This design comes from an exercise in tuning for small area on the open sky130 flow, not from production work.
In this exercise RTL edits were held to simulation tests only and were not proved equivalent to the original.
Power is estimated from default activity; no workload was simulated.

--- design/flow/config.mk ---
export PLATFORM = sky130hd
export DESIGN_NAME = window_gen_kxk
export DESIGN_NICKNAME = window_gen_kxk
export VERILOG_FILES = /design/flow/design.v
export SDC_FILE = /design/flow/constraint.sdc
export NUM_CORES = 4
export LEC_CHECK = 0
export CAP_MARGIN = 20
export CORE_MARGIN = 2
export CORE_UTILIZATION = 70
export CTS_BUF_LIST = sky130_fd_sc_hd__clkbuf_4 sky130_fd_sc_hd__clkbuf_8
export CTS_CLUSTER_DIAMETER = 60
export CTS_CLUSTER_SIZE = 20
export PLACE_DENSITY = 0.8
export SLEW_MARGIN = 20
--- design/flow/constraint.sdc ---
create_clock -name core_clock -period 3.0 [get_ports {clk}]
set_input_delay 0.6000 -clock core_clock [delete_from_list [all_inputs] [get_ports {clk}]]
set_output_delay 0.6000 -clock core_clock [all_outputs]
set_load 0.01 [all_outputs]
--- design/flow/run.sh ---
#!/bin/bash
# synth_recipe.tcl (not shown) runs the flow's synth.tcl, then flattens the netlist and writes it again
# the make line also repeats each setting of config.mk as NAME=value (left out here)
make -C /OpenROAD-flow-scripts/flow DESIGN_CONFIG=/design/flow/config.mk WORK_HOME=/design/flow/orfs CLKGATE_MAP_FILE= SYNTH_SCRIPT=/design/flow/synth_recipe.tcl finish
--- design/flow/design.v ---
package cnn_pkg;
    localparam int unsigned K_SMALL    = 3;
    localparam int unsigned K_LARGE    = 5;
    localparam int unsigned STRIDE_ONE = 1;
    localparam int unsigned STRIDE_TWO = 2;
    function automatic logic is_legal_k(input int unsigned k);
        is_legal_k = (k == K_SMALL) || (k == K_LARGE);
    endfunction
    function automatic logic is_legal_stride(input int unsigned s);
        is_legal_stride = (s == STRIDE_ONE) || (s == STRIDE_TWO);
    endfunction
    function automatic int unsigned slot_index(input int unsigned row,
                                               input int unsigned col,
                                               input int unsigned k);
        slot_index = row * k + col;
    endfunction
    function automatic int unsigned last_aligned(input int unsigned dim,
                                                 input int unsigned k,
                                                 input int unsigned s);
        last_aligned = (k - 1) + ((dim - k) / s) * s;
    endfunction
endpackage
module row_delay #(
    parameter int unsigned DEPTH = 71,
    parameter int unsigned WIDTH = 32
) (
    input  logic                   clk,
    input  logic                   en,
    input  logic [WIDTH-1:0]       din,
    output logic [DEPTH*WIDTH-1:0] stages
);
    logic [WIDTH-1:0] mem [DEPTH];
    always_ff @(posedge clk) begin
        if (en) begin
            mem[0] <= din;
            for (int unsigned i = 1; i < DEPTH - 1; i++) begin
                mem[i] <= mem[i-1];
            end
        end
    end
    always_ff @(posedge clk) begin
        mem[DEPTH-1] <= mem[DEPTH-2];
    end
    always_comb begin
        for (int unsigned i = 0; i < DEPTH; i++) begin
            stages[i*WIDTH +: WIDTH] = mem[i];
        end
    end
endmodule
module window_gen_kxk #(
    parameter int unsigned DATA_WIDTH = 32,
    parameter int unsigned IMG_WIDTH  = 34,
    parameter int unsigned IMG_HEIGHT = 34,
    parameter int unsigned K          = 3,
    parameter int unsigned STRIDE     = 1
) (
    input  logic                      clk,
    input  logic                      resetn,
    input  logic                      data_valid_in,
    input  logic [DATA_WIDTH-1:0]     data_in,
    output logic [K*K*DATA_WIDTH-1:0] window_out,
    output logic                      valid_out,
    output logic                      frame_done
);
    localparam int unsigned CW = $clog2(IMG_WIDTH);
    localparam int unsigned RW = $clog2(IMG_HEIGHT);
    localparam int unsigned NS = (K - 1) * IMG_WIDTH + K;
    localparam logic [CW-1:0] COL_MAX     = CW'(IMG_WIDTH - 1);
    localparam logic [CW-1:0] COL_FIRST   = CW'(K - 1);
    localparam logic [CW-1:0] COL_LAST_AL = CW'(cnn_pkg::last_aligned(IMG_WIDTH, K, STRIDE));
    localparam logic [RW-1:0] ROW_MAX     = RW'(IMG_HEIGHT - 1);
    localparam logic [RW-1:0] ROW_FIRST   = RW'(K - 1);
    localparam logic [RW-1:0] ROW_LAST_AL = RW'(cnn_pkg::last_aligned(IMG_HEIGHT, K, STRIDE));
    localparam logic          PH_MAX      = 1'(STRIDE - 1);
    if (!cnn_pkg::is_legal_k(K)) begin : g_bad_k
        $error("window_gen_kxk: K must be 3 or 5");
    end
    if (!cnn_pkg::is_legal_stride(STRIDE)) begin : g_bad_stride
        $error("window_gen_kxk: STRIDE must be 1 or 2");
    end
    if (IMG_WIDTH < K) begin : g_bad_width
        $error("window_gen_kxk: IMG_WIDTH must be at least K");
    end
    if (IMG_HEIGHT < K) begin : g_bad_height
        $error("window_gen_kxk: IMG_HEIGHT must be at least K");
    end
    function automatic logic ph_step(input logic ph);
        ph_step = (ph == PH_MAX) ? 1'b0 : ph + 1'b1;
    endfunction
    logic                      accept;
    logic                      emit;
    logic                      frame_end;
    logic [CW-1:0]             col;
    logic [RW-1:0]             row;
    logic                      col_ph;
    logic                      row_ph;
    logic [NS*DATA_WIDTH-1:0]  stages;
    logic                      valid_q;
    logic                      frame_done_q;
    assign accept = data_valid_in;
    row_delay #(
        .DEPTH (NS),
        .WIDTH (DATA_WIDTH)
    ) u_line (
        .clk    (clk),
        .en     (accept),
        .din    (data_in),
        .stages (stages)
    );
    always_ff @(posedge clk or negedge resetn) begin
        if (!resetn) begin
            col    <= '0;
            row    <= '0;
            col_ph <= 1'b0;
            row_ph <= 1'b0;
        end else if (accept) begin
            if (col == COL_MAX) begin
                col    <= '0;
                col_ph <= 1'b0;
                if (row == ROW_MAX) begin
                    row    <= '0;
                    row_ph <= 1'b0;
                end else begin
                    row    <= row + 1'b1;
                    row_ph <= (row >= ROW_FIRST) ? ph_step(row_ph) : 1'b0;
                end
            end else begin
                col    <= col + 1'b1;
                col_ph <= (col >= COL_FIRST) ? ph_step(col_ph) : 1'b0;
            end
        end
    end
    assign emit = accept && (row >= ROW_FIRST) && (col >= COL_FIRST)
                  && (col_ph == 1'b0) && (row_ph == 1'b0);
    assign frame_end = emit && (row == ROW_LAST_AL) && (col == COL_LAST_AL);
    always_comb begin
        for (int unsigned j = 0; j < K; j++) begin
            for (int unsigned i = 0; i < K; i++) begin
                window_out[cnn_pkg::slot_index(j, i, K)*DATA_WIDTH +: DATA_WIDTH] =
                    stages[((K-1-j)*IMG_WIDTH + (K-1-i))*DATA_WIDTH +: DATA_WIDTH];
            end
        end
    end
    always_ff @(posedge clk or negedge resetn) begin
        if (!resetn) begin
            valid_q      <= 1'b0;
            frame_done_q <= 1'b0;
        end else begin
            valid_q      <= emit;
            frame_done_q <= frame_end;
        end
    end
    assign valid_out  = valid_q;
    assign frame_done = frame_done_q;
endmodule
==> qor.csv, run 1 <==
stage;metric;value;unit
global_routing;grt_pass1_wl;120000;um
clocking;cts_tree;built;
timing;slew_viol_final;0;
die;die-area;0.104;mm^2
yosys;ys.flop_type;edfxtp_1;
yosys;synth_area_leaders;edfxtp_1 (95%), buf_4 (3.1%), dfxtp_1 (0.90%);
clocking;cts_hold_buf;0;
timing;hold_violations;0;
die;die_x;322;um
timing;setup_viol;0;
clocking;clkSinkCount;2286;
flow_run;cap_violations;0;
global_routing;grt_max_degree;149;
timing;worstMarginPinSlew;715;ps
global_routing;antenna_found_initial;1;
clocking;cts_buffers;138;
pwr;clockPowerShare;26.0;%
yosys;async_flop_share;0.612;%
finish;final_area;0.0770;mm^2
finish;num-nets-final;2919;
placed_design;gp_congestion;0.762;
finish;fillers;4897;
yosys;ys_ff_latch;2286;
yosys;synth_edf_count;2240;
drt;viasPerCell;5.36;
die;ios;325;
clocking;htree_num_levels;4;
die;initial_utilization;70.7;%
timing;max_clock_freq;0.395;GHz
drt;wirelength;77900;um
yosys;avgSynthCellArea;26.9;um^2
critical_path;path_class;reg2out;
critical_path;rr_startpoint;col[1];
timing;slew_headroom;52.3;%
critical_path;crit_arrival;1930;ps
critical_path;startpoint;u_line.mem[35][26];
critical_path;reg2regPathDepth;6;
drt;drt_iter0_markers;2026;
pwr;leakagePower;0.0256;uW
timing;fin_hold_ws;194;ps
critical_path;slowest_delay;600;ps
die;die_y;322;um
yosys;syn-num-nets;2673;
clocking;post-cts-setup-buffer-count;0;
clocking;clockBufferDepth;3;
clocking;ctsResizeCount;0;
pwr;p_seq_share;71.1;%
critical_path;critPathBufInv;1;
timing;finalSetupTns;0;ps
timing;fin_ws;468;ps
placed_design;hpwlAfterDp;41100;um
placed_design;port_buffers;324;
critical_path;crit_path_max_fanout;2;
critical_path;cp-endpoint;window_out[154];
timing;grt_setup_unrepaired;no;
global_routing;track_usage;15.0;%
critical_path;reg2reg_slack;1100;ps
yosys;synthTopCellsByCount;edfxtp_1 (2240), buf_4 (288), dfxtp_1 (32), dfrtp_1 (14), nand2_1 (8);
drt;drt-wirelength-per-cell;18.4;um
critical_path;cp_slowest_cell;clkdlybuf4s50_1;
timing;clock_skew;21.8;ps
yosys;synth_area_leader_cell;edfxtp_1;
yosys;synth_cell_types;30;
pwr;ir_worst_vdd;0.483;mV
die;rows;116;
clocking;clkTransAtPathRegs;110;ps
drt;vias;22700;
drt;antenna_left;0;
clocking;clk_latency;830;ps
global_routing;grt_pass1_vias;22200;
status;status;complete, no violations;
pwr;p_per_area;689;mW/mm^2
drt;drcViolationCount;0;
pwr;power.total;53000;uW
critical_path;reg2reg_to;row[3];
die;coreArea;0.100;mm^2
critical_path;path_depth;1;
yosys;synth.most_common_cell;edfxtp_1;
critical_path;crit_required;2400;ps
pwr;combinationalPowerShare;2.8;%
finish;multi_input_area;370;um^2
timing;period_minus_slack;2530;ps
clocking;ctsRootBufferMaster;clkbuf_8;
global_routing;overflow;0;
critical_path;setup.worst_path.end_class;output port;
critical_path;path_cells;clkdlybuf4s50_1;
yosys;netlist_instances;2632;
pwr;p_sw_share;18.7;%
finish;regArea;0.0683;mm^2
finish;syn_to_final_growth;8.67;%
critical_path;path_delay_family;buffers and inverters;
yosys;ys_warn_count;3;
timing;fin_crit_sh;84.4;%
pwr;switchingPower;9930;uW
critical_path;startpoint_type;flop;
yosys;yosys.area.top_type_share;95.0;%
finish;layout-drive-gt1-share;9.18;%
yosys;ys_seq_area_share;96.4;%
pwr;intPower;43100;uW
yosys;syn_area;0.0708;mm^2
placed_design;place_area;0.0744;mm^2
placed_design;place_ws;878;ps
drt;firstDrtPassIters;4;
hold_path;hp-class;in2async;
cell families after synthesis:
kind of cell | Yosys count | synth area share [%]
mux | 3 | 0.0565
compound gates | 10 | 0.0936
xor+xnor | 3 | 0.0371
fa+ha+maj | 6 | 0.106
flops | 2286 | 96.4
simple gates | 30 | 0.230
buf+inv | 294 | 3.10
power groups by stage:
stage | Sequential, uW | Combinational, uW | Clock [uW]
2_1_floorplan | 38100 | 570 | 0
6_report | 37700 | 1490 | 13800
3_5_place_dp | 38400 | 1520 | 0
5_1_grt | 37900 | 1630 | 15500
3_3_place_gp | 38300 | 1440 | 0
4_1_cts | 37700 | 1520 | 14500
cell type report:
type	count	area share [%]
flip-flops and latches	2286	88.7
repair buffers	396	5.39
clock buffers	173	2.87
well taps	1298	2.11
multi-input cells	52	0.481
clock inverters	29	0.423
inverters	4	0.0195
diodes	1	0.00325
flip-flops by register name (all words and copies together), names as in the netlist:
signal and cells:
row 6, col 6, u_line.mem 2272, valid_q 1, frame_done_q 1
through the flow:
stage | util (%) | instances
floorplan | - | 2632
global placement | 74.3 | 4036
detailed placement | 74.3 | 4036
CTS | 76.8 | 4238
global route | 76.8 | 4239
finish | 76.8 | 4239
cell usage in the layout (no fill, tap or decap), drive strengths merged, types with 6 or more instances in the layout:
master and count:
clkdlybuf4s50 323, edfxtp 2240, clkbuf 173, buf 73
nand2 10, dfrtp 14, bufinv 6, dfxtp 32
inv 9, clkinv 16, ha 6
worst min path at each step:
stage                         end  slack, ps  depth (start not counted)
6_report                   row[5]        190                          1
4_1_cts                    col[1]        120                          1
5_1_grt          u_line.mem[1][3]        160                          1
2_1_floorplan              col[0]        300                          0
3_5_place_dp   u_line.mem[70][21]        360                          0
3_3_place_gp   u_line.mem[70][30]        350                          0
metal layers:
| metal | global-route usage [%] | vias up | wire (um) |
|---|---|---|---|
| met2 | 22.3 | 496 | 35700 |
| met4 | 5.71 | 0 | 1890 |
| li1 | - | 10500 | - |
| met3 | 3.36 | 124 | 3770 |
| met1 | 22.5 | 11600 | 36500 |
| met5 | 0 | - | 0 |
==> run 2: changes to the inputs <==
==> design/flow/config.mk (replaced) <==
export PLATFORM = sky130hd
export DESIGN_NAME = window_gen_kxk
export DESIGN_NICKNAME = window_gen_kxk
export VERILOG_FILES = /design/flow/design.v
export SDC_FILE = /design/flow/constraint.sdc
export NUM_CORES = 4
export LEC_CHECK = 0
export CAP_MARGIN = 0
export CORE_MARGIN = 2
export CORE_UTILIZATION = 70
export CTS_BUF_LIST = sky130_fd_sc_hd__clkbuf_8
export CTS_CLUSTER_DIAMETER = 50
export CTS_CLUSTER_SIZE = 20
export PLACE_DENSITY = 0.8
export SLEW_MARGIN = 0
==> run 2 against run 1 <==
Compared with the run above:
- still clean on timing, DRC and antenna
- combinational power hardly changed
- via count increased by 0.86%
- final area grew 0.47%
- register-to-register slack improved by 30 ps
- clock skew increased by 0.99 ps
- non-clock buffer count unchanged
- utilization grew 0.36 points
- area after synthesis is the same
- largest power group unchanged
==> qor.csv, run 2 <==
stage;metric;value;unit;change
global_routing;overflow;0;;unchanged
die;die_y;322;um;unchanged
critical_path;path_cells;clkdlybuf4s50_1;;
yosys;synthTopCellsByCount;edfxtp_1 (2240), buf_4 (288), dfxtp_1 (32), dfrtp_1 (14), nand2_1 (8);;
hold_path;hp-class;in2async;;
clocking;ctsResizeCount;0;;unchanged
critical_path;crit_path_max_fanout;2;;unchanged
critical_path;crit_required;2400;ps;about the same
yosys;synth_cell_types;30;;unchanged
drt;viasPerCell;5.36;;about the same
yosys;synth.most_common_cell;edfxtp_1;;
yosys;syn-num-nets;2673;;unchanged
drt;firstDrtPassIters;6;;+2
timing;slew_viol_final;0;;unchanged
clocking;clkSinkCount;2286;;unchanged
finish;final_cell_mix;edfxtp_1 (2240), clkdlybuf4s50_1 (323), clkbuf_8 (159);;
pwr;ir_worst_vdd;0.575;mV;+19%
finish;syn_to_final_growth;9.18;%;
yosys;async_flop_share;0.612;%;unchanged
placed_design;gp_congestion;0.762;;unchanged
clocking;clkTransAtPathRegs;120;ps;about the same
timing;hold_violations;0;;unchanged
clocking;htree_num_levels;4;;unchanged
critical_path;reg2reg_slack;1130;ps;+30 ps
placed_design;port_buffers;324;;unchanged
finish;layout-drive-gt1-share;9.74;%;+0.55 points
yosys;ys_warn_count;3;;unchanged
global_routing;grt_pass1_vias;22300;;+0.28%
status;status;complete, no violations;;
global_routing;grt-busiest-layer;met2;;
timing;period_minus_slack;2540;ps;+9.39 ps
die;initial_utilization;70.7;%;unchanged
placed_design;hpwlAfterDp;41100;um;unchanged
die;die-area;0.104;mm^2;unchanged
clocking;clockBufferDepth;3;;unchanged
critical_path;crit_arrival;1940;ps;about the same
timing;slew_headroom;50.4;%;-1.9 points
yosys;ys_seq_area_share;96.4;%;unchanged
global_routing;grt_use_met2;22.5;%;+0.19 points
yosys;netlist_instances;2632;;unchanged
critical_path;rr_startpoint;col[1];;
die;ios;325;;unchanged
clocking;clk_latency;830;ps;about the same
drt;antenna_left;0;;unchanged
clocking;cts_buffers;149;;+8.0%
drt;wirelength;78200;um;+0.43%
critical_path;cp_slowest_cell;clkdlybuf4s50_1;;
yosys;synth_edf_count;2240;;unchanged
clocking;cts_tree;built;;
critical_path;path_depth;1;;unchanged
global_routing;grt.met3_usage;3.94;%;+0.58 points
clocking;cts_hold_buf;0;;unchanged
finish;final_common_cell;edfxtp_1;;
global_routing;grt_max_degree;149;;unchanged
global_routing;grt_pass1_wl;120000;um;+0.25%
flow_run;cap_violations;0;;unchanged
critical_path;reg2reg_to;row[3];;
die;rows;116;;unchanged
timing;fin_crit_sh;84.7;%;+0.31 points
timing;grt_setup_unrepaired;no;;
clocking;post-cts-setup-buffer-count;0;;unchanged
drt;drt_iter0_markers;2023;;-0.15%
global_routing;antenna_found_initial;1;;unchanged
yosys;ys_ff_latch;2286;;unchanged
finish;regMostFlops;u_line.mem;;
global_routing;grt.met1_usage;22.3;%;-0.24 points
yosys;yosys.area.top_type_share;95.0;%;unchanged
yosys;syn_area;0.0708;mm^2;unchanged
timing;worstMarginPinSlew;744;ps;+28.7 ps
finish;largest_register_ffs;2272;;unchanged
critical_path;path_delay_family;buffers and inverters;;
finish;reg.largest.list;u_line.mem x2272, col x6, row x6;;
yosys;synth_area_leaders;edfxtp_1 (95%), buf_4 (3.1%), dfxtp_1 (0.90%);;
yosys;avgSynthCellArea;26.9;um^2;unchanged
yosys;ys.flop_type;edfxtp_1;;
drt;drt-wirelength-per-cell;18.3;um;-0.47%
timing;setup_viol;0;;unchanged
critical_path;reg2regPathDepth;6;;unchanged
critical_path;critPathBufInv;1;;unchanged
global_routing;track_usage;15.0;%;+0.032 points
timing;finalSetupTns;0;ps;unchanged
timing;clock_skew;22.8;ps;+0.993 ps
die;die_x;322;um;unchanged
drt;drcViolationCount;0;;unchanged
critical_path;startpoint_type;flop;;
drt;vias;22900;;+0.86%
critical_path;path_class;reg2out;;
critical_path;setup.worst_path.end_class;output port;;
pwr;leakagePower;0.0258;uW;+0.83%
die;coreArea;0.100;mm^2;unchanged
critical_path;slowest_delay;600;ps;about the same
clocking;ctsRootBufferMaster;clkbuf_8;;
timing;max_clock_freq;0.394;GHz;-0.37%
yosys;synth_area_leader_cell;edfxtp_1;;
finish;num-nets-final;2930;;+0.38%
timing;fin_hold_ws;179;ps;-15.2 ps
pwr;p_per_area;696;mW/mm^2;+1.1%
==> run 2: worst max path at each step <==
stage / startpoint / end
floorplan: data_valid_in / row[2]
global placement: data_valid_in / u_line.mem[69][22]
detailed placement: data_valid_in / u_line.mem[68][9]
CTS: u_line.mem[35][26] / window_out[154]
global route: u_line.mem[35][26] / window_out[154]
finish: u_line.mem[35][26] / window_out[154]
==> run 2: cell type report <==
| type | instances | area [um^2] |
|---|---|---|
| inverter | 4 | 15.0 |
| tap | 1298 | 1620 |
| clock inverter | 81 | 712 |
| fill | 4841 | 22800 |
| multi-input combinational | 52 | 370 |
| clock buffer | 159 | 2190 |
| sequential | 2286 | 68300 |
| antenna | 1 | 2.50 |
| timing repair buffer | 396 | 4150 |
==> run 2: metal layers <==
| metal | vias up | share of wire, % |
|---|---|---|
| li1 | 10600 | - |
| met5 | - | 0 |
| met4 | 0 | 2.0 |
| met3 | 118 | 5.5 |
| met1 | 11700 | 46 |
| met2 | 568 | 46 |
==> run 2: stage by stage <==
stage | area (um^2) | util (%) | setup slack [ps] | cells | total power (uW)
6_report | 77300 | 77.2 | 459 | 4277 | 53800
5_1_grt | 77300 | 77.2 | 357 | 4277 | 55900
4_1_cts | 77300 | 77.2 | 358 | 4276 | 54600
3_5_place_dp | 74400 | 74.3 | 878 | 4036 | 39900
3_3_place_gp | 74400 | 74.3 | 934 | 4036 | 39800
2_1_floorplan | 70800 | - | 1460 | 2632 | 38700
==> run 2: cells by family (layout without fill, tap and decap cells) <==
group / after synthesis / count (layout) / synth area share [%]
other cells: 0 / 1 / 0
flops: 2286 / 2286 / 96.4
mux: 3 / 3 / 0.0565
fa+ha+maj: 6 / 6 / 0.106
xor+xnor: 3 / 3 / 0.0371
compound gates: 10 / 10 / 0.0936
simple gates: 30 / 30 / 0.230
buf+inv: 294 / 640 / 3.10
==> run 2: where the power goes <==
group          total (uW)  leakage, uW  internal [uW]  switching [uW]
Combinational        1490      0.00192            601             892
Clock               14600      0.00154           5710            8940
Sequential          37700       0.0224          37100             623
Total               53800       0.0258          43400           10500
==> run 3: changes to the inputs <==
==> design/flow/config.mk (replaced) <==
export PLATFORM = sky130hd
export DESIGN_NAME = window_gen_kxk
export DESIGN_NICKNAME = window_gen_kxk
export VERILOG_FILES = /design/flow/design.v
export SDC_FILE = /design/flow/constraint.sdc
export NUM_CORES = 4
export LEC_CHECK = 0
export CAP_MARGIN = 20
export CORE_MARGIN = 2
export CORE_UTILIZATION = 40
export PLACE_DENSITY = 0.6
export SLEW_MARGIN = 20
==> run 3 against run 2 <==
Compared with the run above:
- combinational power hardly changed
- clock skew is 6.0 ps higher
- hold slack better by 25 ps
- worst setup slack better by 18 ps
- largest power group unchanged
- global-route usage is 6.0 points lower
- sequential power hardly changed
- critical endpoint is now window_out[126]
- critical path depth stayed put
==> qor.csv, run 3 <==
stage;metric;value;unit;change
clocking;clkTransAtPathRegs;60;ps;-60 ps
hold_path;hp-class;in2async;;
clocking;clkSinkCount;2286;;unchanged
drt;firstDrtPassIters;4;;-2
critical_path;crit_required;2400;ps;about the same
yosys;yosys.area_share.xor_xnor;0.0371;%;unchanged
die;rows;154;;+33%
die;die-area;0.180;mm^2;+74%
critical_path;path_cells;clkdlybuf4s50_1;;
pwr;p_sw_share;19.3;%;-0.077 points
drt;drt-wirelength-per-cell;15.2;um;-17%
die;die_x;425;um;+32%
yosys;avgSynthCellArea;26.9;um^2;unchanged
yosys;syn-num-nets;2673;;unchanged
yosys;synth_edf_count;2240;;unchanged
critical_path;setup.worst_path.end_class;output port;;
yosys;async_flop_share;0.612;%;unchanged
clocking;post-cts-setup-buffer-count;0;;unchanged
pwr;intPower;53600;uW;+24%
yosys;ys_ff_latch;2286;;unchanged
pwr;switchingPower;12800;uW;+23%
global_routing;antenna_found_initial;1;;unchanged
yosys;synthTopCellsByCount;edfxtp_1 (2240), buf_4 (288), dfxtp_1 (32), dfrtp_1 (14), nand2_1 (8);;
clocking;ctsRootBufferMaster;clkbuf_16;;
finish;largest_register_ffs;2272;;unchanged
timing;grt_setup_unrepaired;no;;
die;initial_utilization;40.2;%;-31 points
critical_path;slowest_delay;740;ps;+140 ps
timing;setup_viol;0;;unchanged
yosys;yosys.area.top_type_share;95.0;%;unchanged
drt;wirelength;83500;um;+6.8%
yosys;synth.area.mux_share;0.0565;%;unchanged
yosys;syn_area;0.0708;mm^2;unchanged
finish;num-nets-final;2999;;+2.4%
yosys;netlist_instances;2632;;unchanged
placed_design;hpwlAfterDp;41600;um;+1.2%
die;die_y;425;um;+32%
pwr;clockPowerShare;40.9;%;+14 points
critical_path;critPathBufInv;1;;unchanged
clocking;cts_tree;built;;
critical_path;cp_slowest_cell;clkdlybuf4s50_1;;
critical_path;path_class;reg2out;;
global_routing;grt_pass1_vias;24200;;+8.4%
drt;drcViolationCount;0;;unchanged
timing;slew_headroom;53.4;%;+3.0 points
yosys;synth-compound-area-share;0.0936;%;unchanged
yosys;ys_seq_area_share;96.4;%;unchanged
clocking;clockBufferDepth;3;;unchanged
flow_run;cap_violations;0;;unchanged
pwr;p_seq_share;56.8;%;-13 points
timing;finalSetupTns;0;ps;unchanged
yosys;synth.most_common_cell;edfxtp_1;;
finish;regMostFlops;u_line.mem;;
clocking;htree_num_levels;4;;unchanged
critical_path;path_delay_family;buffers and inverters;;
global_routing;grt_pass1_wl;131000;um;+9.4%
critical_path;startpoint_type;flop;;
finish;insertedDiodeCount;0;;-1
drt;drt_iter0_markers;2106;;+4.1%
placed_design;port_buffers;324;;unchanged
drt;vias;23600;;+2.9%
finish;final_util;47.1;%;-30 points
pwr;ir_worst_vdd;0.484;mV;-16%
yosys;synth_cell_types;30;;unchanged
timing;fin_crit_sh;84.1;%;-0.62 points
yosys;synthAdderAreaFrac;0.106;%;unchanged
drt;antenna_left;0;;unchanged
status;status;complete, no violations;;
yosys;synth_area_leader_cell;edfxtp_1;;
die;ios;325;;unchanged
placed_design;gp_congestion;0.764;;+0.32%
yosys;ys_warn_count;3;;unchanged
finish;layout-drive-gt1-share;12.7;%;+3.0 points
finish;final_common_cell;edfxtp_1;;
pwr;leakagePower;0.0278;uW;+7.6%
global_routing;grt_max_degree;124;;-17%
timing;worstMarginPinSlew;699;ps;-44.6 ps
timing;fin_hold_ws;204;ps;+25.3 ps
timing;clock_skew;28.7;ps;+6.00 ps
critical_path;crit_path_max_fanout;2;;unchanged
global_routing;track_usage;9.05;%;-6.0 points
timing;max_clock_freq;0.396;GHz;+0.73%
yosys;yosys.area_share.simple;0.230;%;unchanged
critical_path;crit_arrival;1920;ps;-20 ps
yosys;synth_top_family_by_area;buffers and inverters;;
timing;period_minus_slack;2520;ps;-18.5 ps
finish;final_cell_mix;edfxtp_1 (2240), clkdlybuf4s50_1 (323), clkbuf_16 (221);;
pwr;p_per_area;801;mW/mm^2;+15%
drt;viasPerCell;4.30;;-20%
die;coreArea;0.176;mm^2;+76%
clocking;cts_hold_buf;0;;unchanged
timing;slew_viol_final;0;;unchanged
clocking;ctsResizeCount;0;;unchanged
finish;syn_to_final_growth;17.2;%;
clocking;cts_buffers;219;;+47%
yosys;synth_area_leaders;edfxtp_1 (95%), buf_4 (3.1%), dfxtp_1 (0.90%);;
yosys;ys.flop_type;edfxtp_1;;
clocking;clk_latency;820;ps;about the same
pwr;combinationalPowerShare;2.2;%;-0.6 points
finish;reg.largest.list;u_line.mem x2272, col x6, row x6;;
timing;hold_violations;0;;unchanged
global_routing;overflow;0;;unchanged
[run 3: cells by family after synthesis]
family	after synthesis
simple gates	30
buf+inv	294
xor+xnor	3
flops	2286
compound gates	10
fa+ha+maj	6
mux	3
[run 3: per-stage QoR]
step	instances	worst slack [ps]	total power [uW]	area, um^2
final	5490	478	66400	83000
after global routing	5490	339	69000	83000
after CTS	5490	273	67600	83000
after detailed placement	5077	809	39900	75700
after global placement	5077	874	39800	75700
after floorplan	2632	1460	38700	70800
[run 3: final timing paths]
path	startpoint	end	slack, ps	cells after the start
min in group core_clock	data_valid_in	u_line.mem[14][24]	230	1
worst max-delay path	u_line.mem[36][30]	window_out[126]	480	1
worst min-delay path	resetn	valid_q	200	1
worst min register to register	u_line.mem[69][0]	u_line.mem[70][0]	370	0
max in group asynchronous	resetn	row[2]	2350	1
worst max register to register	col[1]	row[2]	1190	6
[run 3: routing by layer]
layer	wire [um]	global-route usage, %
met5	0	0
met4	2450	3.98
met2	39200	13.9
met1	37100	11.9
met3	4760	2.88
[run 3: area by class of cell]
cell class | count | area [um^2]
Fill cell | 14100 | 93100
Sequential cell | 2286 | 68300
Clock buffer | 270 | 5730
Timing Repair Buffer | 395 | 4170
Tap cell | 2340 | 2930
Clock inverter | 143 | 1510
Multi-Input combinational cell | 52 | 370
Inverter | 4 | 15.0
[run 3: power groups by stage]
stage	registers, uW	logic, uW	clock network (uW)
floorplan	38100	570	0
CTS	37800	1530	28300
detailed placement	38400	1530	0
global placement	38300	1480	0
global route	37900	1630	29500
finish	37700	1490	27200
==> run 4: changes to the inputs <==
==> design/flow/flow/run.sh (new file) <==
#!/bin/bash
set -euo pipefail
cd "$(dirname "$0")/.."
export BUFFER_PORTS_ARGS="-buffer_cell sky130_fd_sc_hd__buf_1"
export CTS_ARGS="-sink_clustering_enable -repair_clock_nets -dont_use_dummy_load -buf_list {sky130_fd_sc_hd__clkbuf_4 sky130_fd_sc_hd__clkbuf_8} -sink_clustering_size 20 -sink_clustering_max_diameter 60"
bash standard.sh > standard_flow.log 2>&1
==> design/flow/standard.sh (new file) <==
#!/bin/bash
# synth_recipe.tcl (not shown) runs the flow's synth.tcl, then flattens the netlist and writes it again
# the make line also repeats each setting of config.mk as NAME=value (left out here)
make -C /OpenROAD-flow-scripts/flow DESIGN_CONFIG=/design/flow/config.mk WORK_HOME=/design/flow/orfs CLKGATE_MAP_FILE= SYNTH_SCRIPT=/design/flow/synth_recipe.tcl "${@:-finish}"
--- a/design/flow/config.mk
+++ b/design/flow/config.mk
@@ -8,5 +8,5 @@
 export CAP_MARGIN = 20
 export CORE_MARGIN = 2
-export CORE_UTILIZATION = 40
-export PLACE_DENSITY = 0.6
+export CORE_UTILIZATION = 85
+export PLACE_DENSITY = 0.92
 export SLEW_MARGIN = 20
removed: design/flow/run.sh
==> run 4 against run 3 <==
Compared with the run above:
- the flow now stops in 3_5_place_dp
- synthesized cell count stayed put
- area after synthesis stayed put
==> qor.csv, run 4 <==
stage;metric;value;unit;change
status;status;stopped before the end;;
status;stop_stage;3_5_place_dp;;
status;tool.error;Error: detail_place.tcl, 38 bad optional access;;
yosys;synth_area_leaders;edfxtp_1 (95%), buf_4 (3.1%), dfxtp_1 (0.90%);;
die;rows;105;;-32%
yosys;ys_seq_area_share;96.4;%;unchanged
placed_design;gp_congestion;0.757;;-0.93%
die;initial_utilization;86.1;%;+46 points
yosys;yosys.area.top_type_share;95.0;%;unchanged
yosys;synth.most_common_cell;edfxtp_1;;
yosys;ys_warn_count;3;;unchanged
yosys;synth_area_leader_cell;edfxtp_1;;
die;die_y;293;um;-31%
yosys;netlist_instances;2632;;unchanged
die;die_x;293;um;-31%
yosys;synth_cell_types;30;;unchanged
yosys;async_flop_share;0.612;%;unchanged
die;ios;325;;unchanged
placed_design;port_buffers;324;;unchanged
yosys;syn_area;0.0708;mm^2;unchanged
yosys;avgSynthCellArea;26.9;um^2;unchanged
yosys;ys.flop_type;edfxtp_1;;
yosys;ys_ff_latch;2286;;unchanged
yosys;synth_edf_count;2240;;unchanged
yosys;syn-num-nets;2673;;unchanged
yosys;synthTopCellsByCount;edfxtp_1 (2240), buf_4 (288), dfxtp_1 (32), dfrtp_1 (14), nand2_1 (8);;
[run 4: logic make-up after synthesis]
family                     Yosys count  share of synthesized area [%]
xor gates and xnor gates             3                         0.0371
buffers and inverters              294                           3.10
and+or+nand+nor                     30                          0.230
adders and majority gates            6                          0.106
AOI/OAI and AO/OA                   10                         0.0936
muxes                                3                         0.0565
DFF                               2286                           96.4
[run 4: metrics by stage]
| step | setup slack [ps] | hold WS, ps | cell area [um^2] | instances |
|---|---|---|---|---|
| after floorplan | 1460 | 304 | 70800 | 2632 |
| after global placement | 764 | 350 | 72100 | 3803 |
[run 4: power groups by stage]
| stage | logic (uW) | registers [uW] | clock network [uW] |
|---|---|---|---|
| after global placement | 1120 | 38300 | 0 |
| after floorplan | 570 | 38100 | 0 |
[run 4: how the worst max path moves through the flow]
stage                             to           from  cells past startpoint  slack [ps]
global placement  u_line.mem[69][27]  data_valid_in                      3         760
floorplan                     row[2]  data_valid_in                      5        1460
==> run 5: changes to the inputs <==
--- a/design/flow/config.mk
+++ b/design/flow/config.mk
@@ -8,5 +8,5 @@
 export CAP_MARGIN = 20
 export CORE_MARGIN = 2
-export CORE_UTILIZATION = 85
-export PLACE_DENSITY = 0.92
+export CORE_UTILIZATION = 70
+export PLACE_DENSITY = 0.8
 export SLEW_MARGIN = 20
==> run 5 against run 4 <==
Compared with the run above:
- area after synthesis did not move
- synthesized cell count stayed put
- now clean on timing, DRC and antenna
==> qor.csv, run 5 <==
stage;metric;value;unit;change
status;status;complete, no violations;;
die;die_x;322;um;+10%
pwr;p_per_area;683;mW/mm^2;
clocking;ctsRootBufferMaster;clkbuf_8;;
die;rows;116;;+10%
drt;drt-wirelength-per-cell;18.9;um;
die;initial_utilization;70.7;%;-15 points
drt;viasPerCell;5.42;;
finish;num-nets-final;2967;;
clocking;clkTransAtPathRegs;100;ps;
clocking;cts_tree;built;;
critical_path;slowest_delay;460;ps;
critical_path;path_class;reg2out;;
finish;largest_register_ffs;2272;;
drt;firstDrtPassIters;5;;
finish;syn_to_final_growth;5.67;%;
die;coreArea;0.100;mm^2;
yosys;ys.flop_type;edfxtp_1;;
timing;period_minus_slack;2170;ps;
critical_path;crit_path_max_fanout;2;;
drt;drt_iter0_markers;2005;;
timing;finalSetupTns;0;ps;
timing;setup_viol;0;;
hold_path;hp-class;reg2reg;;
yosys;async_flop_share;0.612;%;unchanged
timing;slew_headroom;49.2;%;
yosys;yosys.area.top_type_share;95.0;%;unchanged
yosys;avgSynthCellArea;26.9;um^2;unchanged
timing;hold_violations;0;;
clocking;clockBufferDepth;3;;
yosys;synth_area_leader_cell;edfxtp_1;;
placed_design;gp_congestion;0.765;;+1.1%
critical_path;setup.worst_path.end_class;output port;;
critical_path;crit_required;2400;ps;
drt;drcViolationCount;0;;
finish;layout-drive-gt1-share;7.93;%;
yosys;ys_ff_latch;2286;;unchanged
global_routing;grt_pass1_wl;122000;um;
yosys;synth.most_common_cell;edfxtp_1;;
timing;slew_viol_final;0;;
critical_path;cp_slowest_cell;edfxtp_1;;
yosys;syn_area;0.0708;mm^2;unchanged
global_routing;antenna_found_initial;1;;
yosys;synth_cell_types;30;;unchanged
yosys;synth_edf_count;2240;;unchanged
finish;final_area;0.0748;mm^2;
die;die-area;0.104;mm^2;
die;die_y;322;um;+10%
placed_design;hpwlAfterDp;42600;um;
die;ios;325;;unchanged
global_routing;overflow;0;;
flow_run;cap_violations;0;;
pwr;ir_worst_vdd;0.571;mV;
global_routing;track_usage;15.3;%;
timing;fin_crit_sh;72.4;%;
yosys;ys_seq_area_share;96.4;%;unchanged
yosys;netlist_instances;2632;;unchanged
critical_path;critPathBufInv;1;;
pwr;leakagePower;0.0246;uW;
clocking;clk_latency;840;ps;
clocking;clkSinkCount;2286;;
drt;vias;22900;;
critical_path;crit_arrival;1570;ps;
placed_design;port_buffers;324;;unchanged
yosys;synthTopCellsByCount;edfxtp_1 (2240), buf_4 (288), dfxtp_1 (32), dfrtp_1 (14), nand2_1 (8);;
finish;final_cell_mix;edfxtp_1 (2240), buf_1 (323), clkbuf_8 (137);;
drt;antenna_left;0;;
placed_design;place_area;0.0726;mm^2;
clocking;post-cts-setup-buffer-count;0;;
timing;worstMarginPinSlew;762;ps;
finish;reg.largest.list;u_line.mem x2272, col x6, row x6;;
global_routing;grt_pass1_vias;22600;;
clocking;cts_buffers;137;;
yosys;synth_area_leaders;edfxtp_1 (95%), buf_4 (3.1%), dfxtp_1 (0.90%);;
clocking;htree_num_levels;4;;
drt;wirelength;79800;um;
critical_path;path_delay_family;flip-flops;;
critical_path;path_cells;buf_1;;
timing;max_clock_freq;0.461;GHz;
finish;final_common_cell;edfxtp_1;;
finish;regMostFlops;u_line.mem;;
yosys;ys_warn_count;3;;unchanged
timing;clock_skew;63.1;ps;
timing;grt_setup_unrepaired;no;;
yosys;syn-num-nets;2673;;unchanged
critical_path;startpoint_type;flop;;
global_routing;grt_max_degree;122;;
pwr;power.total;51100;uW;
-- run 5: cell counts after synthesis --
Identical to the previous run, type by type.
-- run 5: report_power, final --
part | switching (uW) | leakage [uW] | internal, uW
combinational | 902 | 0.00129 | 347
sequential | 640 | 0.0224 | 37100
clock | 8040 | 0.000985 | 4130
total | 9580 | 0.0246 | 41600
-- run 5: worst paths after layout --
path | cells past startpoint | from | slack [ps] | end
max in group asynchronous | 2 | resetn | 2160 | col[1]
hold / removal | 0 | u_line.mem[69][25] | 330 | u_line.mem[70][25]
setup / recovery | 1 | u_line.mem[36][13] | 830 | window_out[109]
setup reg to reg | 6 | col[1] | 1220 | row[3]
hold reg to reg | 0 | u_line.mem[69][25] | 330 | u_line.mem[70][25]
min in group asynchronous | 2 | resetn | 360 | col[5]
-- run 5: worst register-to-register path, cell delays in order (launching register included) --
cell and delay [ps]:
dfrtp_1 440, inv_1 100, ha_1 140, nor2b_1 150, and4_1 440, nand2_2 100
mux2_4 310
-- run 5: per-layer routing --
layer	track usage [%]	up-vias	wire (um)
met5	0	-	0
met4	5.58	0	2030
met3	3.34	142	3980
met2	23.5	562	37400
met1	22.3	11700	36300
li1	-	10500	-
-- run 5: final cells by class --
class | count | area, um^2
Antenna cell | 4 | 10.0
Clock buffer | 137 | 1890
Fill cell | 4997 | 25300
Inverter | 4 | 15.0
Multi-Input combinational cell | 52 | 370
Sequential cell | 2286 | 68300
Tap cell | 1298 | 1620
Timing Repair Buffer | 445 | 2670
-- run 5: kinds of logic (layout without fill, tap and decap cells) --
| family | Yosys count | after routing | synth area share (%) |
|---|---|---|---|
| fa+ha+maj | 6 | 6 | 0.106 |
| other cells | 0 | 4 | 0 |
| simple gates | 30 | 30 | 0.230 |
| buf+inv | 294 | 586 | 3.10 |
| mux | 3 | 3 | 0.0565 |
| flops | 2286 | 2286 | 96.4 |
| xor+xnor | 3 | 3 | 0.0371 |
| compound gates | 10 | 10 | 0.0936 |
-- run 5: metrics by stage --
| step | setup WS, ps | instances | hold WS [ps] | utilization, % |
|---|---|---|---|---|
| after floorplan | 1460 | 2632 | 304 | - |
| after global placement | 719 | 4052 | 351 | 72.5 |
| after detailed placement | 680 | 4052 | 354 | 72.5 |
| after CTS | 710 | 4222 | 282 | 74.7 |
| after global routing | 732 | 4223 | 350 | 74.7 |
| final | 829 | 4226 | 330 | 74.7 |
-- run 5: timing repair --
item                                   in CTS  in global routing
hold buffers                               33                  0
gates resized for setup                     0                  0
endpoints found under the hold margin      46                  0
==> run 6: changes to the inputs <==
==> design/flow/flow/run.sh (replaced) <==
#!/bin/bash
set -euo pipefail
cd "$(dirname "$0")/.."
export BUFFER_PORTS_ARGS="-buffer_cell sky130_fd_sc_hd__buf_1"
export CTS_ARGS="-sink_clustering_enable -repair_clock_nets -dont_use_dummy_load -buf_list {sky130_fd_sc_hd__clkbuf_16} -sink_clustering_size 40 -sink_clustering_max_diameter 60"
bash standard.sh > standard_flow.log 2>&1
==> run 6 against run 5 <==
Compared with the run above:
- power grew 6.5%
- combinational power is essentially flat
- first-iteration DRC count grew 5.0%
- highest routed layer unchanged
==> qor.csv, run 6 <==
stage;metric;value;unit;change
clocking;cts_tree;built;;
global_routing;antenna_found_initial;0;;-1
pwr;power.total;54500;uW;+6.5%
timing;slew_headroom;49.3;%;+0.12 points
timing;fin_hold_ws;69.5;ps;-261 ps
critical_path;rr_startpoint;col[1];;
yosys;ys_ff_latch;2286;;unchanged
yosys;synth_cell_types;30;;unchanged
finish;num-nets-final;2919;;-1.6%
die;die-area;0.104;mm^2;unchanged
die;die_y;322;um;unchanged
critical_path;path_delay_family;flip-flops;;
critical_path;path_cells;buf_1;;
finish;fillers;5054;;+1.1%
timing;clock_skew;55.3;ps;-7.79 ps
clocking;clkSinkCount;2286;;unchanged
critical_path;path_class;reg2out;;
flow_run;cap_violations;0;;unchanged
drt;vias;23000;;+0.55%
die;rows;116;;unchanged
finish;insertedDiodeCount;0;;-4
yosys;ys_warn_count;3;;unchanged
clocking;clk_latency;700;ps;-140 ps
yosys;avgSynthCellArea;26.9;um^2;unchanged
global_routing;overflow;0;;unchanged
hold_path;hp-class;in2reg;;
yosys;synth_area_leader_cell;edfxtp_1;;
clocking;ctsResizeCount;0;;unchanged
yosys;synth_area_leaders;edfxtp_1 (95%), buf_4 (3.1%), dfxtp_1 (0.90%);;
placed_design;hpwlAfterDp;42600;um;unchanged
finish;largest_register_ffs;2272;;unchanged
yosys;yosys.area_share.xor_xnor;0.0371;%;unchanged
critical_path;setup.worst_path.end_class;output port;;
die;die_x;322;um;unchanged
clocking;clkTransAtPathRegs;120;ps;+20 ps
yosys;synth-compound-area-share;0.0936;%;unchanged
pwr;ir_worst_vdd;0.547;mV;-4.1%
yosys;synthTopCellsByCount;edfxtp_1 (2240), buf_4 (288), dfxtp_1 (32), dfrtp_1 (14), nand2_1 (8);;
critical_path;cp_slowest_cell;edfxtp_1;;
pwr;leakagePower;0.0250;uW;+1.4%
die;coreArea;0.100;mm^2;unchanged
yosys;syn_area;0.0708;mm^2;unchanged
timing;fin_crit_sh;68.7;%;-3.7 points
finish;regMostFlops;u_line.mem;;
critical_path;crit_arrival;1460;ps;-110 ps
drt;drcViolationCount;0;;unchanged
critical_path;slowest_delay;460;ps;about the same
clocking;clockBufferDepth;3;;unchanged
drt;firstDrtPassIters;5;;unchanged
clocking;ctsRootBufferMaster;clkbuf_16;;
yosys;synth.area.mux_share;0.0565;%;unchanged
timing;hold_violations;0;;unchanged
yosys;yosys.area_share.simple;0.230;%;unchanged
drt;drt_iter0_markers;2106;;+5.0%
drt;wirelength;84000;um;+5.3%
yosys;async_flop_share;0.612;%;unchanged
timing;max_clock_freq;0.485;GHz;+5.4%
finish;reg.largest.list;u_line.mem x2272, col x6, row x6;;
drt;viasPerCell;5.52;;+1.8%
yosys;ys.flop_type;edfxtp_1;;
die;initial_utilization;70.7;%;unchanged
clocking;htree_num_levels;3;;-1
finish;syn_to_final_growth;6.75;%;
yosys;synth_edf_count;2240;;unchanged
critical_path;critPathBufInv;1;;unchanged
placed_design;port_buffers;324;;unchanged
timing;grt_setup_unrepaired;no;;
pwr;p_per_area;720;mW/mm^2;+5.4%
clocking;cts_buffers;118;;-14%
yosys;netlist_instances;2632;;unchanged
timing;slew_viol_final;0;;unchanged
status;status;complete, no violations;;
yosys;ys_seq_area_share;96.4;%;unchanged
drt;drt-wirelength-per-cell;20.1;um;+6.6%
timing;worstMarginPinSlew;760;ps;-1.85 ps
yosys;synthAdderAreaFrac;0.106;%;unchanged
critical_path;crit_required;2400;ps;about the same
finish;layout-drive-gt1-share;7.41;%;-0.53 points
yosys;synth_top_family_by_area;buffers and inverters;;
global_routing;grt_pass1_wl;127000;um;+4.7%
timing;finalSetupTns;0;ps;unchanged
die;ios;325;;unchanged
yosys;syn-num-nets;2673;;unchanged
timing;period_minus_slack;2060;ps;-111 ps
finish;final_common_cell;edfxtp_1;;
finish;final_cell_mix;edfxtp_1 (2240), buf_1 (323), clkbuf_16 (118);;
placed_design;gp_congestion;0.765;;unchanged
global_routing;grt_max_degree;122;;unchanged
global_routing;grt_pass1_vias;22800;;+0.60%
critical_path;crit_path_max_fanout;2;;unchanged
timing;setup_viol;0;;unchanged
yosys;synth.most_common_cell;edfxtp_1;;
critical_path;startpoint;u_line.mem[36][13];;
global_routing;track_usage;16.1;%;+0.77 points
yosys;yosys.area.top_type_share;95.0;%;unchanged
hold_path;hp-start;data_in[21];;
critical_path;startpoint_type;flop;;
drt;antenna_left;0;;unchanged
-- run 6: cell counts after synthesis --
No cell type changed its count.
-- run 6: worst paths after layout --
| kind | end | slack [ps] | cells after the start |
|---|---|---|---|
| worst min register to register | u_line.mem[70][25] | 330 | 0 |
| worst min-delay path | u_line.mem[0][21] | 70 | 1 |
| max in group asynchronous | col[5] | 2000 | 2 |
| worst max register to register | row[3] | 1210 | 6 |
| min in group asynchronous | row[3] | 480 | 2 |
| worst max-delay path | window_out[109] | 940 | 1 |
-- run 6: cell type report --
cell class	count	area [um^2]	share of cell area, %
clock buffer	118	2950	3.91
inverter	4	15.0	0.0199
multi-input combinational	52	370	0.490
sequential	2286	68300	90.3
tap	1298	1620	2.15
timing repair buffer	416	2380	3.15
-- run 6: logic make-up (layout without fill, tap and decap cells) --
family / after synthesis / after routing
flip-flops: 2286 / 2286
buffers and inverters: 294 / 538
AND/OR/NAND/NOR: 30 / 30
AO/OA/AOI/OAI: 10 / 10
adder cells (fa/ha/maj): 6 / 6
XOR/XNOR: 3 / 3
multiplexers: 3 / 3
-- run 6: where the power goes --
group / internal (uW) / switching (uW) / total (uW)
Combinational: 323 / 900 / 1220
Clock: 6960 / 8520 / 15500
Sequential: 37100 / 671 / 37800
Total: 44400 / 10100 / 54500
-- run 6: what timing repair did --
item	4_1_cts	5_1_grt
buffers inserted	0	0
hold endpoints to repair	17	0
hold buffers	4	0
setup endpoints to repair	0	0
-- run 6: routing by layer --
metal / wire [um] / vias to the layer above / part of all wire, % / GRT usage [%]
met2: 40700 / 567 / 48 / 25.9
li1: - / 10400 / - / -
met1: 37200 / 11900 / 44 / 23.1
met4: 2280 / 0 / 2.7 / 4.98
met5: 0 / - / 0 / 0
met3: 3780 / 136 / 4.5 / 2.89
-- run 6: per-stage QoR --
step | std cells | utilization, % | cell area (um^2) | worst slack [ps]
after floorplan | 2632 | - | 70800 | 1460
after global placement | 4052 | 72.5 | 72600 | 719
after detailed placement | 4052 | 72.5 | 72600 | 680
after CTS | 4174 | 75.5 | 75600 | 854
after global routing | 4174 | 75.5 | 75600 | 859
final | 4174 | 75.5 | 75600 | 940
==> run 7: changes to the inputs <==
==> design/flow/flow/run.sh (replaced) <==
#!/bin/bash
set -euo pipefail
cd "$(dirname "$0")/.."
export BUFFER_PORTS_ARGS="-buffer_cell sky130_fd_sc_hd__buf_1"
export PRE_RESIZE_TCL="$PWD/flow/pre_resize.tcl"
export CTS_ARGS="-sink_clustering_enable -repair_clock_nets -dont_use_dummy_load -buf_list {sky130_fd_sc_hd__clkbuf_4 sky130_fd_sc_hd__clkbuf_8} -sink_clustering_size 20 -sink_clustering_max_diameter 60"
bash standard.sh > standard_flow.log 2>&1
==> design/flow/flow/pre_resize.tcl (new file) <==
# Before the standard repair_design: take out the buffer tree that
# timing-driven global placement built on the high-fanout enable net, so
# repair_design rebuilds it (smaller). Port buffers are kept: their output
# nets are marked dont_touch while buffers are removed.
set port_bufs [get_cells -quiet {input* output*}]
set port_nets [get_nets -of [get_pins -of $port_bufs -filter "direction==output"]]
set_dont_touch $port_nets
remove_buffers
unset_dont_touch $port_nets
==> run 7 against run 6 <==
Compared with the run above:
- still clean
- cell count down 0.38%
- via count down 2.1%
- register-to-register slack better by 30 ps
- routed wire length down 7.5%
- worst setup slack worse by 410 ps
- non-clock buffer count down 39
- sequential share of layout area up 1.8 points
- hold slack better by 300 ps
- critical endpoint is now u_line.mem[58][31]
- largest power group unchanged
==> qor.csv, run 7 <==
stage;metric;value;unit;change
status;status;complete, no violations;;
timing;hold_violations;0;;unchanged
yosys;synth_area_leaders;edfxtp_1 (95%), buf_4 (3.1%), dfxtp_1 (0.90%);;
clocking;clkTransAtPathRegs;100;ps;-20 ps
critical_path;startpoint_type;input port;;
timing;slew_viol_final;0;;unchanged
timing;max_clock_freq;0.405;GHz;-17%
clocking;htree_num_levels;4;;+1
finish;largest_register_ffs;2272;;unchanged
die;die_y;322;um;unchanged
critical_path;crit_path_max_fanout;172;;+170
placed_design;port_buffers;324;;unchanged
die;initial_utilization;70.7;%;unchanged
critical_path;crit_required;3440;ps;+1040 ps
clocking;cts_tree;built;;
timing;setup_viol;0;;unchanged
finish;num-nets-final;2900;;-0.65%
timing;worstMarginPinSlew;839;ps;+79.3 ps
yosys;async_flop_share;0.612;%;unchanged
finish;regMostFlops;u_line.mem;;
clocking;clk_latency;820;ps;+120 ps
die;die-area;0.104;mm^2;unchanged
clocking;clkSinkCount;2286;;unchanged
yosys;synth.most_common_cell;edfxtp_1;;
drt;drt_iter0_markers;2059;;-2.2%
flow_run;cap_violations;0;;unchanged
timing;grt_setup_unrepaired;no;;
critical_path;path_class;in2reg;;
pwr;p_per_area;688;mW/mm^2;-4.4%
hold_path;hp-class;reg2reg;;
drt;vias;22500;;-2.1%
die;coreArea;0.100;mm^2;unchanged
finish;layout-drive-gt1-share;5.78;%;-1.6 points
timing;fin_crit_sh;82.3;%;+14 points
global_routing;grt_pass1_vias;21700;;-4.5%
finish;final_common_cell;edfxtp_1;;
clocking;cts_hold_buf;33;;+29
yosys;ys_seq_area_share;96.4;%;unchanged
yosys;ys_warn_count;3;;unchanged
drt;viasPerCell;5.42;;-1.8%
yosys;syn-num-nets;2673;;unchanged
clocking;cts_buffers;138;;+17%
finish;final_cell_mix;edfxtp_1 (2240), buf_1 (323), clkbuf_8 (138);;
yosys;synth_area_leader_cell;edfxtp_1;;
drt;drcViolationCount;0;;unchanged
clocking;clockBufferDepth;3;;unchanged
drt;drt-wirelength-per-cell;18.7;um;-7.2%
timing;clock_skew;57.0;ps;+1.76 ps
timing;slew_headroom;44.1;%;-5.3 points
global_routing;overflow;0;;unchanged
yosys;ys_ff_latch;2286;;unchanged
finish;reg.largest.list;u_line.mem x2272, col x6, row x6;;
yosys;synthTopCellsByCount;edfxtp_1 (2240), buf_4 (288), dfxtp_1 (32), dfrtp_1 (14), nand2_1 (8);;
clocking;post-cts-setup-buffer-count;0;;unchanged
drt;antenna_left;0;;unchanged
global_routing;track_usage;14.8;%;-1.2 points
global_routing;antenna_found_initial;2;;+2
die;ios;325;;unchanged
global_routing;grt_max_degree;264;;+120%
yosys;netlist_instances;2632;;unchanged
yosys;syn_area;0.0708;mm^2;unchanged
yosys;synth_cell_types;30;;unchanged
clocking;ctsResizeCount;0;;unchanged
yosys;yosys.area.top_type_share;95.0;%;unchanged
yosys;ys.flop_type;edfxtp_1;;
yosys;avgSynthCellArea;26.9;um^2;unchanged
critical_path;setup.worst_path.end_class;flop;;
pwr;leakagePower;0.0243;uW;-2.9%
clocking;ctsRootBufferMaster;clkbuf_8;;
placed_design;gp_congestion;0.765;;unchanged
drt;wirelength;77700;um;-7.5%
finish;syn_to_final_growth;4.72;%;
finish;final_area;0.0742;mm^2;-1.9%
placed_design;hpwlAfterDp;39100;um;-8.1%
finish;fillers;5097;;+0.85%
timing;finalSetupTns;0;ps;unchanged
yosys;synth_edf_count;2240;;unchanged
die;die_x;322;um;unchanged
timing;period_minus_slack;2470;ps;+408 ps
die;rows;116;;unchanged
placed_design;place_area;0.0719;mm^2;-0.98%
pwr;ir_worst_vdd;0.622;mV;+14%
critical_path;crit_arrival;2910;ps;+1450 ps
drt;firstDrtPassIters;5;;unchanged
global_routing;grt_pass1_wl;118000;um;-7.3%
[run 7: cell counts after synthesis]
No cell type changed its count.
[run 7: path summary, 6_finish.rpt]
check,startpoint,end,slack (ps),depth (start not counted)
max,data_valid_in,u_line.mem[58][31],530,4
min,u_line.mem[69][26],u_line.mem[70][26],370,0
max reg2reg,col[1],row[3],1240,6
min reg2reg,u_line.mem[69][26],u_line.mem[70][26],370,0
max in group asynchronous,resetn,col[4],2140,2
min in group asynchronous,resetn,row[0],380,2
[run 7: kinds of logic (layout without fill, tap and decap cells)]
group | after synthesis | after routing | share of synthesized area, %
compound gates | 10 | 10 | 0.0936
xor+xnor | 3 | 3 | 0.0371
fa+ha+maj | 6 | 6 | 0.106
buf+inv | 294 | 519 | 3.10
flops | 2286 | 2286 | 96.4
mux | 3 | 3 | 0.0565
other cells | 0 | 3 | 0
simple gates | 30 | 30 | 0.230
[run 7: final cells by class]
class	count	area, um^2	share of cell area [%]
multi-input combinational	52	370	0.499
sequential	2286	68300	92.0
inverter	4	15.0	0.0202
clock buffer	138	1900	2.56
timing repair buffer	377	1990	2.68
antenna	3	7.51	0.0101
tap	1298	1620	2.19
[run 7: power by group]
group | switching, uW | total (uW) | internal [uW] | leakage [uW]
registers | 637 | 37700 | 37100 | 0.0224
clock network | 8030 | 12200 | 4160 | 0.000992
logic | 872 | 1140 | 265 | 0.000904
[run 7: stage by stage]
stage / power (uW) / worst slack (ps) / util (%) / instances / hold WS (ps)
detailed placement: 39600 / -340 / 71.8 / 3983 / 354
floorplan: 38700 / 1460 / - / 2632 / 304
global placement: 39500 / 719 / 72.5 / 4052 / 351
CTS: 51700 / 624 / 74.0 / 4154 / 281
global route: 53000 / 472 / 74.1 / 4158 / 351
finish: 51100 / 532 / 74.1 / 4158 / 371
[run 7: routing by layer]
metal  wire length, um  up-vias  GRT usage, %
li1                  -    10400             -
met1             35700    11500          22.0
met2             36700      520          22.7
met3              3640      126          3.26
met4              1730        0          5.06
met5                 0        -             0
[run 7: critical path: stages]
cell	delay [ps]
clkbuf_4	520
buf_12	340
buf_16	560
buf_16	630
==> run 8: changes to the inputs <==
==> design/flow/flow/run.sh (replaced) <==
#!/bin/bash
set -euo pipefail
cd "$(dirname "$0")/.."
export BUFFER_PORTS_ARGS="-buffer_cell sky130_fd_sc_hd__buf_1"
export PRE_RESIZE_TCL="$PWD/flow/pre_resize.tcl"
export CTS_ARGS="-sink_clustering_enable -repair_clock_nets -dont_use_dummy_load -buf_list {sky130_fd_sc_hd__clkbuf_2 sky130_fd_sc_hd__clkbuf_4} -sink_clustering_size 8 -sink_clustering_max_diameter 30"
bash standard.sh > standard_flow.log 2>&1
==> run 8 against run 7 <==
Compared with the run above:
- sequential share of layout area down 1.4 points
- clock skew rose by 22 ps
- sequential power barely moved
- critical endpoint is now window_out[154]
- global-route usage increased by 1.1 points
- power increased by 5.2%
- cell count increased by 6.4%
- maximum frequency about the same
- clock power increased by 21%
- still clean on timing, DRC and antenna
- critical path depth down 3
- synthesized cell count unchanged
==> qor.csv, run 8 <==
stage;metric;value;unit;change
clocking;cts_tree;built;;
yosys;synth_edf_count;2240;;unchanged
yosys;avgSynthCellArea;26.9;um^2;unchanged
hold_path;hp-start;data_in[3];;
timing;clock_skew;78.7;ps;+21.7 ps
hold_path;min_path_cells;2;;+2
placed_design;hpwlAfterDp;39100;um;unchanged
die;coreArea;0.100;mm^2;unchanged
pwr;ir_worst_vdd;0.624;mV;+0.36%
drt;viasPerCell;5.43;;+0.28%
clocking;ctsResizeCount;0;;unchanged
die;initial_utilization;70.7;%;unchanged
yosys;syn-num-nets;2673;;unchanged
die;rows;116;;unchanged
clocking;clk_latency;1160;ps;+340 ps
global_routing;grt_pass1_vias;24200;;+11%
critical_path;setup.worst_path.end_class;output port;;
finish;fillers;5138;;+0.80%
timing;slew_viol_final;0;;unchanged
drt;routed.top_layer;met4;;
drt;firstDrtPassIters;5;;unchanged
yosys;synthTopCellsByCount;edfxtp_1 (2240), buf_4 (288), dfxtp_1 (32), dfrtp_1 (14), nand2_1 (8);;
global_routing;antenna_found_initial;2;;unchanged
drt;antenna_left;0;;unchanged
drt;wl_met1;37200;um;+4.3%
yosys;ys.flop_type;edfxtp_1;;
drt;wl_met3;4480;um;+23%
finish;num-nets-final;3163;;+9.1%
die;die_y;322;um;unchanged
placed_design;place_area;0.0719;mm^2;unchanged
drt;drt_iter0_markers;2250;;+9.3%
critical_path;path_class;reg2out;;
finish;largest_register_ffs;2272;;unchanged
global_routing;track_usage;15.9;%;+1.1 points
flow_run;cap_violations;0;;unchanged
yosys;ys_ff_latch;2286;;unchanged
status;status;complete, no violations;;
clocking;post-cts-setup-buffer-count;0;;unchanged
clocking;clkSinkCount;2286;;unchanged
finish;reg.largest.list;u_line.mem x2272, col x6, row x6;;
finish;final_cell_mix;edfxtp_1 (2240), clkbuf_4 (381), buf_1 (323);;
pwr;p_per_area;713;mW/mm^2;+3.6%
critical_path;path_cells;buf_1;;
die;die-area;0.104;mm^2;unchanged
critical_path;startpoint_type;flop;;
drt;wl_met2;38800;um;+5.7%
global_routing;overflow;0;;unchanged
yosys;ys_warn_count;3;;unchanged
critical_path;critPathBufInv;1;;-3
yosys;synth_cell_types;30;;unchanged
drt;drcViolationCount;0;;unchanged
clocking;clockBufferDepth;4;;+1
timing;fin_crit_sh;82.3;%;about the same
drt;drt-wirelength-per-cell;18.6;um;-0.31%
timing;worstMarginPinSlew;828;ps;-10.9 ps
timing;setup_viol;0;;unchanged
critical_path;reg2reg_to;row[5];;
clocking;clkTransAtPathRegs;80;ps;-20 ps
finish;syn_to_final_growth;6.37;%;
yosys;syn_area;0.0708;mm^2;unchanged
drt;vias;24000;;+6.7%
global_routing;grt_max_degree;264;;unchanged
critical_path;rr_startpoint;col[1];;
finish;final_common_cell;edfxtp_1;;
timing;hold_violations;0;;unchanged
yosys;async_flop_share;0.612;%;unchanged
finish;regArea;0.0683;mm^2;unchanged
pwr;leakagePower;0.0251;uW;+3.5%
clocking;htree_num_levels;5;;+1
critical_path;reg2reg_slack;1240;ps;about the same
placed_design;gp_congestion;0.765;;unchanged
hold_path;hold_end;u_line.mem[0][3];;
yosys;netlist_instances;2632;;unchanged
yosys;yosys.area.top_type_share;95.0;%;unchanged
clocking;ctsRootBufferMaster;clkbuf_4;;
finish;final_area;0.0753;mm^2;+1.6%
timing;slew_headroom;44.8;%;+0.73 points
critical_path;crit_arrival;1870;ps;-1040 ps
die;ios;325;;unchanged
global_routing;grt_pass1_wl;127000;um;+7.3%
critical_path;crit_required;2400;ps;-1040 ps
finish;layout-drive-gt1-share;13.0;%;+7.3 points
placed_design;port_buffers;324;;unchanged
hold_path;hp-class;in2reg;;
timing;period_minus_slack;2470;ps;+0.112 ps
critical_path;slowest_delay;370;ps;-260 ps
timing;max_clock_freq;0.405;GHz;about the same
critical_path;path_delay_family;flip-flops;;
timing;grt_setup_unrepaired;no;;
yosys;ys_seq_area_share;96.4;%;unchanged
finish;regMostFlops;u_line.mem;;
critical_path;crit_path_max_fanout;2;;-99%
die;die_x;322;um;unchanged
drt;wirelength;82400;um;+6.1%
critical_path;cp_slowest_cell;edfxtp_1;;
yosys;synth_area_leader_cell;edfxtp_1;;
critical_path;reg2regPathDepth;6;;unchanged
timing;fin_hold_ws;176;ps;-195 ps
yosys;synth.most_common_cell;edfxtp_1;;
critical_path;startpoint;u_line.mem[35][26];;
clocking;cts_buffers;380;;+180%
finish;multi_input_area;370;um^2;unchanged
yosys;synth_area_leaders;edfxtp_1 (95%), buf_4 (3.1%), dfxtp_1 (0.90%);;
clocking;cts_hold_buf;54;;+64%
==> run 8: cell counts after synthesis <==
No cell type changed its count.
==> run 8: kinds of logic after synthesis <==
group,synth area share (%)
XOR/XNOR,0.0371
AO/OA/AOI/OAI,0.0936
multiplexers,0.0565
buffers and inverters,3.10
AND/OR/NAND/NOR,0.230
flip-flops,96.4
adder cells (fa/ha/maj),0.106
==> run 8: per-stage QoR <==
| stage | instances | total power (uW) | TNS (ps) | utilization (%) | setup slack, ps |
|---|---|---|---|---|---|
| 2_1_floorplan | 2632 | 38700 | 0 | - | 1460 |
| 3_3_place_gp | 4052 | 39500 | 0 | 72.5 | 719 |
| 3_5_place_dp | 3983 | 39600 | -96580 | 71.8 | -340 |
| 4_1_cts | 4417 | 54500 | 0 | 75.2 | 336 |
| 5_1_grt | 4424 | 56100 | 0 | 75.2 | 344 |
| 6_report | 4424 | 53700 | 0 | 75.2 | 532 |
==> run 8: metal layers <==
metal  up-vias  track usage (%)
met3       181             4.35
met1     12000             23.0
met2       745             23.3
li1      11100                -
met5         -                0
met4         0             7.64
==> run 8: power by group <==
part	switching, uW	internal [uW]	total, uW
clock	8990	5810	14800
sequential	642	37100	37700
combinational	881	283	1160
total	10500	43200	53700
==> run 8: cell type report <==
type,instances,area share [%]
Sequential cell,2286,90.6
Timing Repair Buffer,398,2.92
Multi-Input combinational cell,52,0.492
Tap cell,1298,2.16
Antenna cell,6,0.0199
Inverter,4,0.0199
Clock buffer,380,3.79
==> run 8: worst max-delay path by stage <==
stage,cells after the start,end
2_1_floorplan,5,row[2]
3_3_place_gp,4,row[2]
3_5_place_dp,4,u_line.mem[62][31]
4_1_cts,1,window_out[109]
5_1_grt,1,window_out[154]
6_report,1,window_out[154]

## afterwards: timing with drivers on the ports
The results above use ideal ports. As a check the final layouts listed here were re-extracted and re-timed, cells and wires unchanged. Step 1: set_driving_cell puts a clkbuf_16 on clk and a buf_2 on each other input, an assumption about the parent block. Step 2 moves the port delays by t, midway between the first and last clock arrival at a register: inputs arrive t later, outputs are due t later. That takes back most of the time a late clock gives input paths. a / b / c = no drivers / after step 1 / after step 2; a / b = the first two.
| run | t (ns) | setup slack, ns | cell pins on the clock port's net |
|---|---|---|---|
| run 1 | 0.885 | 0.468 / 0.403 / 0.835 | 1 |
| run 2 | 0.891 | 0.459 / 0.394 / 0.811 | 1 |
| run 3 | 0.875 | 0.478 / 0.409 / 0.768 | 1 |
| run 5 | 0.883 | 0.829 / 0.758 / 0.722 | 1 |
| run 6 | 0.758 | 0.940 / 0.867 / 0.661 | 1 |
| run 7 | 0.872 | 0.532 / 0.578 / -0.294 | 1 |
| run 8 | 1.196 | 0.532 / 0.468 / -0.353 | 1 |
Met with ideal ports but missed after step 2: setup timing in run 7 and run 8. For run 8, which loses most, drivers alone change the setup slack by -0.064 ns; drivers and shift together by -0.885 ns.
